From an optimization exercise on the open Yosys and OpenROAD flow, aimed at small area, a short achievable clock period and few clock cycles; shortcuts taken in it are not production practice. Function was checked by simulation only, so behaviour that the tests miss may differ from the original. No activity file was given, so power comes from the tool's default toggle rates.

Design cpu_core, start of the top module:
module cpu_core(
    input  logic                clock,
    input  logic                reset_i,
    input  logic [31:0]         instr_i,
    input  logic [31:0]         dmem_rdata_i,
    output logic [31:0]         imem_addr_o,
    output logic [31:0]         dmem_addr_o,
    output logic [31:0]         dmem_wdata_o,
    output logic                dmem_wren_o
);
For scale: roughly 160 I/O pins.
export LEC_CHECK = 0
export CAP_MARGIN = 20
export CORE_MARGIN = 2
export CORE_UTILIZATION = 40
export CTS_BUF_LIST = sky130_fd_sc_hd__clkbuf_8
export CTS_CLUSTER_SIZE = 20
export PLACE_DENSITY = 0.75
export SLEW_MARGIN = 20
export SYNTH_HIERARCHICAL = 1
export TNS_END_PERCENT = 10
create_clock -name core_clock -period 9.0 [get_ports {clock}]
standard.sh (not shown) runs the stock make flow with config.mk's settings and CLKGATE_MAP_FILE= SYNTH_SCRIPT=/design/flow/synth_recipe.tcl, a recipe that flattens the netlist after the stock synthesis.
==> flow/flow/run.sh <==
#!/bin/bash
set -euo pipefail
cd "$(dirname "${BASH_SOURCE[0]}")/.."
bash standard.sh SETUP_SLACK_MARGIN=5.7 \
    "BUFFER_PORTS_ARGS=-buffer_cell sky130_fd_sc_hd__buf_4" \
    finish > standard.log 2>&1
The first run went through all stages and came out clean.
Testbench counts at the start, summed over its fixed seeds: cycles 45,237.
Rerun with:
--- a/flow/config.mk
+++ b/flow/config.mk
@@ -11,5 +11,5 @@
 export CTS_BUF_LIST = sky130_fd_sc_hd__clkbuf_8
 export CTS_CLUSTER_SIZE = 20
-export PLACE_DENSITY = 0.75
+export PLACE_DENSITY = 0.65
 export SLEW_MARGIN = 20
 export SYNTH_HIERARCHICAL = 1
After rerunning: Die area does not change. Area after synthesis does not change. Fmax rose by 3.2%. Critical path depth decreases by 5. Power falls by 1.1%. Via count decreases by 1.3%. Global-route usage increases by 0.97 points.
Rerun with:
--- a/flow/config.mk
+++ b/flow/config.mk
@@ -11,5 +11,5 @@
 export CTS_BUF_LIST = sky130_fd_sc_hd__clkbuf_8
 export CTS_CLUSTER_SIZE = 20
-export PLACE_DENSITY = 0.65
+export PLACE_DENSITY = 0.55
 export SLEW_MARGIN = 20
 export SYNTH_HIERARCHICAL = 1
=>
- via count hardly moves
- area after synthesis is unchanged
- clock skew goes down by 0.021 ns
- fmax drops by 1.3%
- clock power increases by 5.0%
- hold slack is about the same
- count of clock-buffer cells in the layout goes up by 10
- critical path depth rises by 1
- total power increases by 2.2%
- die area does not change
Rerun with:
--- a/flow/config.mk
+++ b/flow/config.mk
@@ -8,8 +8,8 @@
 export CAP_MARGIN = 20
 export CORE_MARGIN = 2
-export CORE_UTILIZATION = 40
+export CORE_UTILIZATION = 55
 export CTS_BUF_LIST = sky130_fd_sc_hd__clkbuf_8
 export CTS_CLUSTER_SIZE = 20
-export PLACE_DENSITY = 0.55
+export PLACE_DENSITY = 0.65
 export SLEW_MARGIN = 20
 export SYNTH_HIERARCHICAL = 1
Outcome: Global-route usage went up by 12 points. Wire length went down by 5.9%. Count of clock-buffer cells in the layout went down by 8. Fmax went down by 0.89%. Total power went down by 1.3%.
Rerun with:
==> flow/run.sh (new file) <==
#!/bin/bash
# synth_recipe.tcl (not shown) runs the flow's synth.tcl, then flattens the netlist and writes it again
# the make line also repeats each setting of config.mk as NAME=value (left out here)
make -C /OpenROAD-flow-scripts/flow DESIGN_CONFIG=/design/flow/config.mk WORK_HOME=/design/flow/orfs CLKGATE_MAP_FILE= SYNTH_SCRIPT=/design/flow/synth_recipe.tcl finish
--- a/flow/config.mk
+++ b/flow/config.mk
@@ -8,8 +8,9 @@
 export CAP_MARGIN = 20
 export CORE_MARGIN = 2
-export CORE_UTILIZATION = 55
+export CORE_UTILIZATION = 40
 export CTS_BUF_LIST = sky130_fd_sc_hd__clkbuf_8
 export CTS_CLUSTER_SIZE = 20
-export PLACE_DENSITY = 0.65
+export PLACE_DENSITY = 0.55
+export SETUP_SLACK_MARGIN = 5
 export SLEW_MARGIN = 20
 export SYNTH_HIERARCHICAL = 1
removed: flow/flow/run.sh
removed: flow/standard.sh
Outcome: Die area rose by 37%. Fmax fell by 5.9%. Clock power stays flat. Wire length rose by 4.7%. Register-to-register slack got worse by 0.27 ns. Clock skew rose by 0.023 ns. First-iteration DRC count fell by 17%. Design area rose by 0.53%. Cell count rose by 8.1%.
Rerun with:
==> flow/flow/run.sh (new file) <==
#!/bin/bash
set -euo pipefail
cd "$(dirname "${BASH_SOURCE[0]}")/.."
bash standard.sh SETUP_SLACK_MARGIN=5.7 finish > standard.log 2>&1
==> flow/standard.sh (new file) <==
#!/bin/bash
# synth_recipe.tcl (not shown) runs the flow's synth.tcl, then flattens the netlist and writes it again
# the make line also repeats each setting of config.mk as NAME=value (left out here)
make -C /OpenROAD-flow-scripts/flow DESIGN_CONFIG=/design/flow/config.mk WORK_HOME=/design/flow/orfs CLKGATE_MAP_FILE= SYNTH_SCRIPT=/design/flow/synth_recipe.tcl "${@:-finish}"
--- a/flow/config.mk
+++ b/flow/config.mk
@@ -12,5 +12,4 @@
 export CTS_CLUSTER_SIZE = 20
 export PLACE_DENSITY = 0.55
-export SETUP_SLACK_MARGIN = 5
 export SLEW_MARGIN = 20
 export SYNTH_HIERARCHICAL = 1
removed: flow/run.sh
Result: The changed run completed without violations. Worst setup slack improved by 0.31 ns. Worst hold slack barely changes. Die area does not change. Synthesized area stays the same. Via count went up by 1.2%. Global-route usage went up by 0.26 points. Design area went up by 1.5%. Clock power barely changes. Synthesized cell count stays the same. Power hardly moves. Maximum frequency went up by 8.1%.

what the ideal ports hide:
How much do the figures lean on ideal ports? The routed layouts below were timed once more, with nothing changed but the port constraints. Step 1 assumes that a clkbuf_16 drives the clock port and a buf_2 every other input. Step 2 times the ports against the registers' clock, not the clock port: input delays grow and output delays shrink by t, the midpoint of the rising clock arrivals with the driver on. a / b / c = ideal / step 1 / step 2; a / b = the first two.
run	t, ns	slack for setup (ns)	worst setup path after step 2	clock arrival spread, ns
the first run	1.093	5.123 / 5.123 / 4.223	input to register	0.132 / 0.133
the second run	1.104	5.243 / 5.245 / 4.164	input to register	0.104 / 0.104
the third run	1.069	5.194 / 5.171 / 4.102	input to register	0.086 / 0.086
the fourth run	1.082	5.160 / 5.202 / 4.120	input to register	0.075 / 0.075
the fifth run	1.074	4.917 / 4.836 / 3.828	input to register	0.096 / 0.097
the sixth run	1.077	5.224 / 5.224 / 4.189	input to register	0.095 / 0.095
After both steps every run listed still meets setup and hold. For the third run, which loses most, drivers alone change the setup slack by -0.023 ns; drivers and shift together by -1.092 ns.
